Background: an optimization exercise with open tools, aiming at small area and a short achievable clock period. Do not read the settings as production practice. The RTL was checked by simulation tests, not by an equivalence proof against the original design. Power and IR drop assume default switching activity.

==> 05-22 <==
// alu_top
module alu_top
#(
    parameter int INT_W  = alu_fx_pkg::INT_W_DEF,
    parameter int FRAC_W = alu_fx_pkg::FRAC_W_DEF,
    parameter int DATA_W = INT_W + FRAC_W
) (
    input  logic              i_clk,
    input  logic              i_rst_n,
    input  logic [DATA_W-1:0] i_data_a,
    input  logic [DATA_W-1:0] i_data_b,
    input  logic [alu_op_pkg::OP_W-1:0]   i_inst,
    output logic              o_busy,
    output logic              o_valid,
    output logic [DATA_W-1:0] o_data
);
make LEC_CHECK=0 ABC_AREA=1 CAP_MARGIN=20 CORE_MARGIN=2 CORE_UTILIZATION=40 SETUP_SLACK_MARGIN=5 SLEW_MARGIN=20 finish   # period 10.0 ns
run.sh (not shown) runs the stock make flow with config.mk's settings and CLKGATE_MAP_FILE= SYNTH_SCRIPT=/design/flow/synth_recipe.tcl, a recipe that flattens the netlist after the stock synthesis.
==> inputs of 11-28, as changes to 05-22 <==
--- a/flow/design.v
+++ b/flow/design.v
@@ -25,15 +25,15 @@
     output logic        o_busy,
     output logic        o_valid,
     output logic        o_exec,
     output logic        o_sub,
     output logic        o_rot,
     output logic        o_lfsr,
     output logic [15:0] o_m,
-    output logic [15:0] o_b,
+    output logic [23:0] o_d,
     output logic [15:0] o_x
 );
     logic [1:0] state;
     always_ff @(posedge i_clk or negedge i_rst_n) begin
         if (!i_rst_n) begin
             state <= 2'd0;
         end else begin
@@ -42,14 +42,15 @@
     end
     assign o_busy  = ~state[0];
     assign o_valid = state[1] & state[0];
     assign o_exec  = state[1] & ~state[0];
     logic is_addsub, is_sub, is_mul, is_mac, is_rot, is_clz, is_lrcw, is_lfsr;
     logic [4:0]  clz;
     logic [15:0] beff;
+    logic [23:0] d_in;
     logic [15:0] x_in;
     logic [7:0]  amt;
     logic [15:0] rval;
     assign is_addsub = (i_inst[3:1] == 3'b000);
     assign is_sub    = (i_inst == 4'd1);
     assign is_mul    = (i_inst == 4'd2);
     assign is_mac    = (i_inst == 4'd3);
@@ -60,14 +61,25 @@
     always_comb begin
         clz = 5'd16;
         for (int i = 0; i < 16; i++) begin
             if (i_data_a[i]) clz = 5'(15 - i);
         end
     end
     assign beff = is_addsub ? 16'h0400 : i_data_b;
+    always_comb begin
+        for (int k = 0; k < 8; k++) begin
+            logic b1, b0, bm;
+            b1 = beff[2*k+1];
+            b0 = beff[2*k];
+            bm = (k == 0) ? 1'b0 : beff[2*k-1];
+            d_in[3*k]   = b1;
+            d_in[3*k+1] = b0 ^ bm;
+            d_in[3*k+2] = (b1 & ~b0 & ~bm) | (~b1 & b0 & bm);
+        end
+    end
     logic [1:0] p2 [8];
     logic [2:0] p3 [4];
     logic [3:0] p4 [2];
     always_comb begin
         for (int i = 0; i < 8; i++) p2[i] = {1'b0, i_data_a[2*i]} + {1'b0, i_data_a[2*i+1]};
         for (int i = 0; i < 4; i++) p3[i] = {1'b0, p2[2*i]} + {1'b0, p2[2*i+1]};
         for (int i = 0; i < 2; i++) p4[i] = {1'b0, p3[2*i]} + {1'b0, p3[2*i+1]};
@@ -80,33 +92,34 @@
         if (is_addsub)   x_in = i_data_b ^ {16{is_sub}};
         else if (is_mac) x_in = i_acc;
         else if (is_rot) x_in = rval;
         else             x_in = 16'd0;
     end
     always_ff @(posedge i_clk) begin
         o_m    <= i_data_a;
-        o_b    <= is_rot ? {8'd0, amt} : beff;
+        o_d    <= is_rot ? {16'd0, amt} : d_in;
         o_x    <= x_in;
         o_sub  <= is_sub;
         o_rot  <= is_rot;
         o_lfsr <= is_lfsr;
     end
 endmodule
 module alu_fx_arith (
     input  logic [15:0] a,
-    input  logic [15:0] bq,
+    input  logic [23:0] d,
     input  logic [15:0] x,
     input  logic        sub,
     output logic [14:0] o_r0,
     output logic [14:0] o_r1,
     output logic        o_c10,
     output logic        o_t25,
     output logic        o_fits0,
     output logic        o_fits1,
-    output logic        o_sgn
+    output logic        o_sgn0,
+    output logic        o_sgn1
 );
     logic neg_0;
     logic one_0;
     logic two_0;
     logic pp_0_0;
     logic pp_0_1;
     logic pp_0_2;
@@ -508,17 +521,17 @@
     logic fs123;
     logic fc123;
     logic iv124;
     logic fs125;
     logic fc125;
     logic fs126;
     logic fc126;
-    assign neg_0 = bq[1];
-    assign one_0 = bq[0] ^ 1'b0;
-    assign two_0 = (bq[1] & ~bq[0] & ~1'b0) | (~bq[1] & bq[0] & 1'b0);
+    assign neg_0 = d[0];
+    assign one_0 = d[1];
+    assign two_0 = d[2];
     assign pp_0_0 = ((one_0 & a[0]) | (two_0 & 1'b0)) ^ neg_0;
     assign pp_0_1 = ((one_0 & a[1]) | (two_0 & a[0])) ^ neg_0;
     assign pp_0_2 = ((one_0 & a[2]) | (two_0 & a[1])) ^ neg_0;
     assign pp_0_3 = ((one_0 & a[3]) | (two_0 & a[2])) ^ neg_0;
     assign pp_0_4 = ((one_0 & a[4]) | (two_0 & a[3])) ^ neg_0;
     assign pp_0_5 = ((one_0 & a[5]) | (two_0 & a[4])) ^ neg_0;
     assign pp_0_6 = ((one_0 & a[6]) | (two_0 & a[5])) ^ neg_0;
@@ -528,17 +541,17 @@
     assign pp_0_10 = ((one_0 & a[10]) | (two_0 & a[9])) ^ neg_0;
     assign pp_0_11 = ((one_0 & a[11]) | (two_0 & a[10])) ^ neg_0;
     assign pp_0_12 = ((one_0 & a[12]) | (two_0 & a[11])) ^ neg_0;
     assign pp_0_13 = ((one_0 & a[13]) | (two_0 & a[12])) ^ neg_0;
     assign pp_0_14 = ((one_0 & a[14]) | (two_0 & a[13])) ^ neg_0;
     assign pp_0_15 = ((one_0 & a[15]) | (two_0 & a[14])) ^ neg_0;
     assign pp_0_16 = ~(((one_0 & a[15]) | (two_0 & a[15])) ^ neg_0);
-    assign neg_1 = bq[3];
-    assign one_1 = bq[2] ^ bq[1];
-    assign two_1 = (bq[3] & ~bq[2] & ~bq[1]) | (~bq[3] & bq[2] & bq[1]);
+    assign neg_1 = d[3];
+    assign one_1 = d[4];
+    assign two_1 = d[5];
     assign pp_1_0 = ((one_1 & a[0]) | (two_1 & 1'b0)) ^ neg_1;
     assign pp_1_1 = ((one_1 & a[1]) | (two_1 & a[0])) ^ neg_1;
     assign pp_1_2 = ((one_1 & a[2]) | (two_1 & a[1])) ^ neg_1;
     assign pp_1_3 = ((one_1 & a[3]) | (two_1 & a[2])) ^ neg_1;
     assign pp_1_4 = ((one_1 & a[4]) | (two_1 & a[3])) ^ neg_1;
     assign pp_1_5 = ((one_1 & a[5]) | (two_1 & a[4])) ^ neg_1;
     assign pp_1_6 = ((one_1 & a[6]) | (two_1 & a[5])) ^ neg_1;
@@ -548,17 +561,17 @@
     assign pp_1_10 = ((one_1 & a[10]) | (two_1 & a[9])) ^ neg_1;
     assign pp_1_11 = ((one_1 & a[11]) | (two_1 & a[10])) ^ neg_1;
     assign pp_1_12 = ((one_1 & a[12]) | (two_1 & a[11])) ^ neg_1;
     assign pp_1_13 = ((one_1 & a[13]) | (two_1 & a[12])) ^ neg_1;
     assign pp_1_14 = ((one_1 & a[14]) | (two_1 & a[13])) ^ neg_1;
     assign pp_1_15 = ((one_1 & a[15]) | (two_1 & a[14])) ^ neg_1;
     assign pp_1_16 = ~(((one_1 & a[15]) | (two_1 & a[15])) ^ neg_1);
-    assign neg_2 = bq[5];
-    assign one_2 = bq[4] ^ bq[3];
-    assign two_2 = (bq[5] & ~bq[4] & ~bq[3]) | (~bq[5] & bq[4] & bq[3]);
+    assign neg_2 = d[6];
+    assign one_2 = d[7];
+    assign two_2 = d[8];
     assign pp_2_0 = ((one_2 & a[0]) | (two_2 & 1'b0)) ^ neg_2;
     assign pp_2_1 = ((one_2 & a[1]) | (two_2 & a[0])) ^ neg_2;
     assign pp_2_2 = ((one_2 & a[2]) | (two_2 & a[1])) ^ neg_2;
     assign pp_2_3 = ((one_2 & a[3]) | (two_2 & a[2])) ^ neg_2;
     assign pp_2_4 = ((one_2 & a[4]) | (two_2 & a[3])) ^ neg_2;
     assign pp_2_5 = ((one_2 & a[5]) | (two_2 & a[4])) ^ neg_2;
     assign pp_2_6 = ((one_2 & a[6]) | (two_2 & a[5])) ^ neg_2;
@@ -568,17 +581,17 @@
     assign pp_2_10 = ((one_2 & a[10]) | (two_2 & a[9])) ^ neg_2;
     assign pp_2_11 = ((one_2 & a[11]) | (two_2 & a[10])) ^ neg_2;
     assign pp_2_12 = ((one_2 & a[12]) | (two_2 & a[11])) ^ neg_2;
     assign pp_2_13 = ((one_2 & a[13]) | (two_2 & a[12])) ^ neg_2;
     assign pp_2_14 = ((one_2 & a[14]) | (two_2 & a[13])) ^ neg_2;
     assign pp_2_15 = ((one_2 & a[15]) | (two_2 & a[14])) ^ neg_2;
     assign pp_2_16 = ~(((one_2 & a[15]) | (two_2 & a[15])) ^ neg_2);
-    assign neg_3 = bq[7];
-    assign one_3 = bq[6] ^ bq[5];
-    assign two_3 = (bq[7] & ~bq[6] & ~bq[5]) | (~bq[7] & bq[6] & bq[5]);
+    assign neg_3 = d[9];
+    assign one_3 = d[10];
+    assign two_3 = d[11];
     assign pp_3_0 = ((one_3 & a[0]) | (two_3 & 1'b0)) ^ neg_3;
     assign pp_3_1 = ((one_3 & a[1]) | (two_3 & a[0])) ^ neg_3;
     assign pp_3_2 = ((one_3 & a[2]) | (two_3 & a[1])) ^ neg_3;
     assign pp_3_3 = ((one_3 & a[3]) | (two_3 & a[2])) ^ neg_3;
     assign pp_3_4 = ((one_3 & a[4]) | (two_3 & a[3])) ^ neg_3;
     assign pp_3_5 = ((one_3 & a[5]) | (two_3 & a[4])) ^ neg_3;
     assign pp_3_6 = ((one_3 & a[6]) | (two_3 & a[5])) ^ neg_3;
@@ -588,17 +601,17 @@
     assign pp_3_10 = ((one_3 & a[10]) | (two_3 & a[9])) ^ neg_3;
     assign pp_3_11 = ((one_3 & a[11]) | (two_3 & a[10])) ^ neg_3;
     assign pp_3_12 = ((one_3 & a[12]) | (two_3 & a[11])) ^ neg_3;
     assign pp_3_13 = ((one_3 & a[13]) | (two_3 & a[12])) ^ neg_3;
     assign pp_3_14 = ((one_3 & a[14]) | (two_3 & a[13])) ^ neg_3;
     assign pp_3_15 = ((one_3 & a[15]) | (two_3 & a[14])) ^ neg_3;
     assign pp_3_16 = ~(((one_3 & a[15]) | (two_3 & a[15])) ^ neg_3);
-    assign neg_4 = bq[9];
-    assign one_4 = bq[8] ^ bq[7];
-    assign two_4 = (bq[9] & ~bq[8] & ~bq[7]) | (~bq[9] & bq[8] & bq[7]);
+    assign neg_4 = d[12];
+    assign one_4 = d[13];
+    assign two_4 = d[14];
     assign pp_4_0 = ((one_4 & a[0]) | (two_4 & 1'b0)) ^ neg_4;
     assign pp_4_1 = ((one_4 & a[1]) | (two_4 & a[0])) ^ neg_4;
     assign pp_4_2 = ((one_4 & a[2]) | (two_4 & a[1])) ^ neg_4;
     assign pp_4_3 = ((one_4 & a[3]) | (two_4 & a[2])) ^ neg_4;
     assign pp_4_4 = ((one_4 & a[4]) | (two_4 & a[3])) ^ neg_4;
     assign pp_4_5 = ((one_4 & a[5]) | (two_4 & a[4])) ^ neg_4;
     assign pp_4_6 = ((one_4 & a[6]) | (two_4 & a[5])) ^ neg_4;
@@ -608,17 +621,17 @@
     assign pp_4_10 = ((one_4 & a[10]) | (two_4 & a[9])) ^ neg_4;
     assign pp_4_11 = ((one_4 & a[11]) | (two_4 & a[10])) ^ neg_4;
     assign pp_4_12 = ((one_4 & a[12]) | (two_4 & a[11])) ^ neg_4;
     assign pp_4_13 = ((one_4 & a[13]) | (two_4 & a[12])) ^ neg_4;
     assign pp_4_14 = ((one_4 & a[14]) | (two_4 & a[13])) ^ neg_4;
     assign pp_4_15 = ((one_4 & a[15]) | (two_4 & a[14])) ^ neg_4;
     assign pp_4_16 = ~(((one_4 & a[15]) | (two_4 & a[15])) ^ neg_4);
-    assign neg_5 = bq[11];
-    assign one_5 = bq[10] ^ bq[9];
-    assign two_5 = (bq[11] & ~bq[10] & ~bq[9]) | (~bq[11] & bq[10] & bq[9]);
+    assign neg_5 = d[15];
+    assign one_5 = d[16];
+    assign two_5 = d[17];
     assign pp_5_0 = ((one_5 & a[0]) | (two_5 & 1'b0)) ^ neg_5;
     assign pp_5_1 = ((one_5 & a[1]) | (two_5 & a[0])) ^ neg_5;
     assign pp_5_2 = ((one_5 & a[2]) | (two_5 & a[1])) ^ neg_5;
     assign pp_5_3 = ((one_5 & a[3]) | (two_5 & a[2])) ^ neg_5;
     assign pp_5_4 = ((one_5 & a[4]) | (two_5 & a[3])) ^ neg_5;
     assign pp_5_5 = ((one_5 & a[5]) | (two_5 & a[4])) ^ neg_5;
     assign pp_5_6 = ((one_5 & a[6]) | (two_5 & a[5])) ^ neg_5;
@@ -628,17 +641,17 @@
     assign pp_5_10 = ((one_5 & a[10]) | (two_5 & a[9])) ^ neg_5;
     assign pp_5_11 = ((one_5 & a[11]) | (two_5 & a[10])) ^ neg_5;
     assign pp_5_12 = ((one_5 & a[12]) | (two_5 & a[11])) ^ neg_5;
     assign pp_5_13 = ((one_5 & a[13]) | (two_5 & a[12])) ^ neg_5;
     assign pp_5_14 = ((one_5 & a[14]) | (two_5 & a[13])) ^ neg_5;
     assign pp_5_15 = ((one_5 & a[15]) | (two_5 & a[14])) ^ neg_5;
     assign pp_5_16 = ~(((one_5 & a[15]) | (two_5 & a[15])) ^ neg_5);
-    assign neg_6 = bq[13];
-    assign one_6 = bq[12] ^ bq[11];
-    assign two_6 = (bq[13] & ~bq[12] & ~bq[11]) | (~bq[13] & bq[12] & bq[11]);
+    assign neg_6 = d[18];
+    assign one_6 = d[19];
+    assign two_6 = d[20];
     assign pp_6_0 = ((one_6 & a[0]) | (two_6 & 1'b0)) ^ neg_6;
     assign pp_6_1 = ((one_6 & a[1]) | (two_6 & a[0])) ^ neg_6;
     assign pp_6_2 = ((one_6 & a[2]) | (two_6 & a[1])) ^ neg_6;
     assign pp_6_3 = ((one_6 & a[3]) | (two_6 & a[2])) ^ neg_6;
     assign pp_6_4 = ((one_6 & a[4]) | (two_6 & a[3])) ^ neg_6;
     assign pp_6_5 = ((one_6 & a[5]) | (two_6 & a[4])) ^ neg_6;
     assign pp_6_6 = ((one_6 & a[6]) | (two_6 & a[5])) ^ neg_6;
@@ -648,17 +661,17 @@
     assign pp_6_10 = ((one_6 & a[10]) | (two_6 & a[9])) ^ neg_6;
     assign pp_6_11 = ((one_6 & a[11]) | (two_6 & a[10])) ^ neg_6;
     assign pp_6_12 = ((one_6 & a[12]) | (two_6 & a[11])) ^ neg_6;
     assign pp_6_13 = ((one_6 & a[13]) | (two_6 & a[12])) ^ neg_6;
     assign pp_6_14 = ((one_6 & a[14]) | (two_6 & a[13])) ^ neg_6;
     assign pp_6_15 = ((one_6 & a[15]) | (two_6 & a[14])) ^ neg_6;
     assign pp_6_16 = ~(((one_6 & a[15]) | (two_6 & a[15])) ^ neg_6);
-    assign neg_7 = bq[15];
-    assign one_7 = bq[14] ^ bq[13];
-    assign two_7 = (bq[15] & ~bq[14] & ~bq[13]) | (~bq[15] & bq[14] & bq[13]);
+    assign neg_7 = d[21];
+    assign one_7 = d[22];
+    assign two_7 = d[23];
     assign pp_7_0 = ((one_7 & a[0]) | (two_7 & 1'b0)) ^ neg_7;
     assign pp_7_1 = ((one_7 & a[1]) | (two_7 & a[0])) ^ neg_7;
     assign pp_7_2 = ((one_7 & a[2]) | (two_7 & a[1])) ^ neg_7;
     assign pp_7_3 = ((one_7 & a[3]) | (two_7 & a[2])) ^ neg_7;
     assign pp_7_4 = ((one_7 & a[4]) | (two_7 & a[3])) ^ neg_7;
     assign pp_7_5 = ((one_7 & a[5]) | (two_7 & a[4])) ^ neg_7;
     assign pp_7_6 = ((one_7 & a[6]) | (two_7 & a[5])) ^ neg_7;
@@ -1003,24 +1016,26 @@
     assign o_c10 = lo_c[10];
     logic [6:0] hi0, hi1;
     assign hi0 = r0[31:25] + r1[31:25];
     assign hi1 = r0[31:25] + r1[31:25] + 7'd1;
     assign o_t25   = hi0[0];
     assign o_fits0 = (&hi0) | ~(|hi0);
     assign o_fits1 = (&hi1) | ~(|hi1);
-    assign o_sgn   = hi0[6];
+    assign o_sgn0  = hi0[6];
+    assign o_sgn1  = hi1[6];
 endmodule
 module alu_fx_sat (
     input  logic [14:0] r0,
     input  logic [14:0] r1,
     input  logic        c10,
     input  logic        t25,
     input  logic        fits0,
     input  logic        fits1,
-    input  logic        sgn,
+    input  logic        sgn0,
+    input  logic        sgn1,
     output logic [15:0] o_res
 );
     logic [14:0] q_g, q_t, q_s;
     logic [15:0] q_c;
     assign q_g[0] = r0[0] & r1[0];
     assign q_t[0] = r0[0] ^ r1[0];
     assign q_g[1] = r0[1] & r1[1];
@@ -1145,35 +1160,34 @@
     assign q_gg30 = q_gg22 | (q_pp22 & q_gg19);
     assign q_pp30 = q_pp22 & q_pp19;
     logic q_gg31, q_pp31;
     assign q_gg31 = q_gg23 | (q_pp23 & q_gg19);
     assign q_pp31 = q_pp23 & q_pp19;
     assign q_c = {q_gg31, q_gg30, q_gg29, q_gg28, q_gg27, q_gg26, q_gg25, q_gg24, q_gg19, q_gg18, q_gg17, q_gg16, q_gg9, q_gg8, q_gg0, c10};
     assign q_s = q_t ^ q_c[14:0];
-    logic fits;
+    logic fits, sgn;
     assign fits = q_c[15] ? fits1 : fits0;
+    assign sgn  = q_c[15] ? sgn1 : sgn0;
     assign o_res = fits ? {t25 ^ q_c[15], q_s} : {sgn, {15{~sgn}}};
 endmodule
 module alu_bit_ops (
     input  logic        i_lfsr,
     input  logic [7:0]  i_d,
     input  logic [15:0] i_val,
     output logic [15:0] o_res
 );
     logic [4:0]  i_amt;
     logic [15:0] rot;
     assign i_amt = {1'b0, i_d[3:0]} + {1'b0, i_d[7:4]};
     logic [15:0] therm;
     logic [15:0] fb;
-    logic [15:0] r1, r2, r4;
-    assign r1  = i_amt[0] ? {i_val[14:0], i_val[15]}  : i_val;
-    assign r2  = i_amt[1] ? {r1[13:0], r1[15:14]}     : r1;
-    assign r4  = i_amt[2] ? {r2[11:0], r2[15:12]}     : r2;
-    assign rot = i_amt[3] ? {r4[7:0], r4[15:8]}       : r4;
-    assign therm = i_amt[4] ? 16'hffff : ~(16'hffff << i_amt[3:0]);
+    assign rot = ({i_val, i_val} << i_amt[3:0]) >> 16;
+    always_comb begin
+        for (int i = 0; i < 16; i++) therm[i] = (5'(i) < i_amt);
+    end
     always_comb begin
         for (int i = 0; i < 16; i++) begin
             if (i < 8) fb[i] = i_lfsr ? (rot[(i + 14) % 16] ^ rot[(i + 13) % 16] ^ rot[(i + 11) % 16]) : 1'b1;
             else       fb[i] = 1'b1;
         end
     end
     assign o_res = rot ^ (therm & fb);
@@ -1185,52 +1199,57 @@
     input  logic        i_rot_op,
     input  logic [14:0] i_r0,
     input  logic [14:0] i_r1,
     input  logic        i_c10,
     input  logic        i_t25,
     input  logic        i_fits0,
     input  logic        i_fits1,
-    input  logic        i_sgn,
+    input  logic        i_sgn0,
+    input  logic        i_sgn1,
     input  logic [15:0] i_rot_res,
     output logic [15:0] o_data
 );
     logic [14:0] rq0;
     logic [14:0] rq1;
     logic        rc10;
     logic        rt25;
     logic        rfits0;
     logic        rfits1;
-    logic        rsgn;
+    logic        rsgn0;
+    logic        rsgn1;
     always_ff @(posedge i_clk or negedge i_rst_n) begin
         if (!i_rst_n) begin
             rq0    <= '0;
             rq1    <= '0;
             rc10   <= 1'b0;
             rt25   <= 1'b0;
             rfits0 <= 1'b1;
             rfits1 <= 1'b1;
-            rsgn   <= 1'b0;
+            rsgn0  <= 1'b0;
+            rsgn1  <= 1'b0;
         end else if (i_exec) begin
             rq0    <= i_rot_op ? i_rot_res[14:0] : i_r0;
             rq1    <= i_rot_op ? 15'd0 : i_r1;
             rc10   <= i_rot_op ? 1'b0 : i_c10;
             rt25   <= i_rot_op ? i_rot_res[15] : i_t25;
             rfits0 <= i_rot_op ? 1'b1 : i_fits0;
             rfits1 <= i_rot_op ? 1'b1 : i_fits1;
-            rsgn   <= i_rot_op ? 1'b0 : i_sgn;
+            rsgn0  <= i_rot_op ? 1'b0 : i_sgn0;
+            rsgn1  <= i_rot_op ? 1'b0 : i_sgn1;
         end
     end
     alu_fx_sat u_sat (
         .r0    (rq0),
         .r1    (rq1),
         .c10   (rc10),
         .t25   (rt25),
         .fits0 (rfits0),
         .fits1 (rfits1),
-        .sgn   (rsgn),
+        .sgn0  (rsgn0),
+        .sgn1  (rsgn1),
         .o_res (o_data)
     );
 endmodule
 module alu_top
 #(
     parameter int INT_W  = alu_fx_pkg::INT_W_DEF,
     parameter int FRAC_W = alu_fx_pkg::FRAC_W_DEF,
@@ -1246,23 +1265,24 @@
     output logic [DATA_W-1:0] o_data
 );
     logic        exec;
     logic        sub;
     logic        rot;
     logic        lfsr;
     logic [15:0] m;
-    logic [15:0] bq;
+    logic [23:0] d;
     logic [15:0] x;
     logic [14:0] r0;
     logic [14:0] r1;
     logic        c10;
     logic        t25;
     logic        fits0;
     logic        fits1;
-    logic        sgn;
+    logic        sgn0;
+    logic        sgn1;
     logic [15:0] rot_res;
     alu_decode u_decode (
         .i_clk    (i_clk),
         .i_rst_n  (i_rst_n),
         .i_data_a (i_data_a),
         .i_data_b (i_data_b),
         .i_inst   (i_inst),
@@ -1270,45 +1290,47 @@
         .o_busy   (o_busy),
         .o_valid  (o_valid),
         .o_exec   (exec),
         .o_sub    (sub),
         .o_rot    (rot),
         .o_lfsr   (lfsr),
         .o_m      (m),
-        .o_b      (bq),
+        .o_d      (d),
         .o_x      (x)
     );
     alu_fx_arith u_fx_arith (
         .a     (m),
-        .bq    (bq),
+        .d     (d),
         .x     (x),
         .sub   (sub),
         .o_r0  (r0),
         .o_r1  (r1),
         .o_c10 (c10),
         .o_t25 (t25),
         .o_fits0 (fits0),
         .o_fits1 (fits1),
-        .o_sgn  (sgn)
+        .o_sgn0 (sgn0),
+        .o_sgn1 (sgn1)
     );
     alu_bit_ops u_bit_ops (
         .i_lfsr (lfsr),
-        .i_d    (bq[7:0]),
+        .i_d    (d[7:0]),
         .i_val  (x),
         .o_res  (rot_res)
     );
     alu_result u_result (
         .i_clk       (i_clk),
         .i_rst_n     (i_rst_n),
         .i_exec      (exec),
         .i_rot_op    (rot),
         .i_r0        (r0),
         .i_r1        (r1),
         .i_c10       (c10),
         .i_t25       (t25),
         .i_fits0     (fits0),
         .i_fits1     (fits1),
-        .i_sgn       (sgn),
+        .i_sgn0      (sgn0),
+        .i_sgn1      (sgn1),
         .i_rot_res   (rot_res),
         .o_data      (o_data)
     );
 endmodule
==> run notes <==
quantity                                                                    05-22           11-28
Outcome                                                            finished clean  finished clean
Overall routed net length                                                43370 µm        43450 µm
Rel. slew slack                                                            29.80%          39.29%
Complex-gate fraction of the synthesized area                              14.95%          14.16%
Power spent charging and discharging nets                                1.306 mW        1.207 mW
Post-synthesis instance area                                            12130 µm²       12520 µm²
Pwr/cell area                                                        189.3 nW/µm²    176.0 nW/µm²
Setup slack on the worst flop-to-flop path                                5230 ps         5340 ps
Worst-case setup slack after placement                                    4257 ps         4809 ps
Last weighted congestion value of the routability-driven placer            0.9459           1.011
Share of synthesized flip-flops with an asynchronous set or reset          42.05%          39.18%
Area of the placeable core                                              29720 µm²       30670 µm²
Inverter count of the layout excluding clock inverters                        258             276
Placed Cells                                                                 2005            2065
Met1 routing resource usage after global routing                           38.61%          36.64%
Global router's overall resource usage                                     27.96%          26.90%
CTS Sinks                                                                      88              97
Synthesized Nets                                                             1850            1893
Xor and xnor area share after synthesis                                    10.25%          10.63%

-- separate check: timing with driven ports --
The results above use ideal ports. As a check the final layouts listed here were re-extracted and re-timed, cells and wires unchanged. Step 1 sets driving cells, clkbuf_16 on the clock port and buf_2 on the other inputs (assumed; they add their load-dependent delay and slew). Step 2 also shifts input and output timing later by t, the mid clock arrival at the registers, as if the neighbouring blocks saw the same clock. Slacks: no drivers / after step 1 / after step 2; pairs: no drivers / after step 1.
run	t, ns	slack for setup (ns)	slew at the worst register clock pin (ns)
05-22	0.399	5.095 / 5.047 / 4.728	0.08 / 0.08
11-28	0.412	5.104 / 5.055 / 4.830	0.08 / 0.08
After both steps every run listed still meets setup and hold. The setup slack of 05-22, which loses most, moves by -0.048 ns with the drivers and by -0.367 ns with both steps.
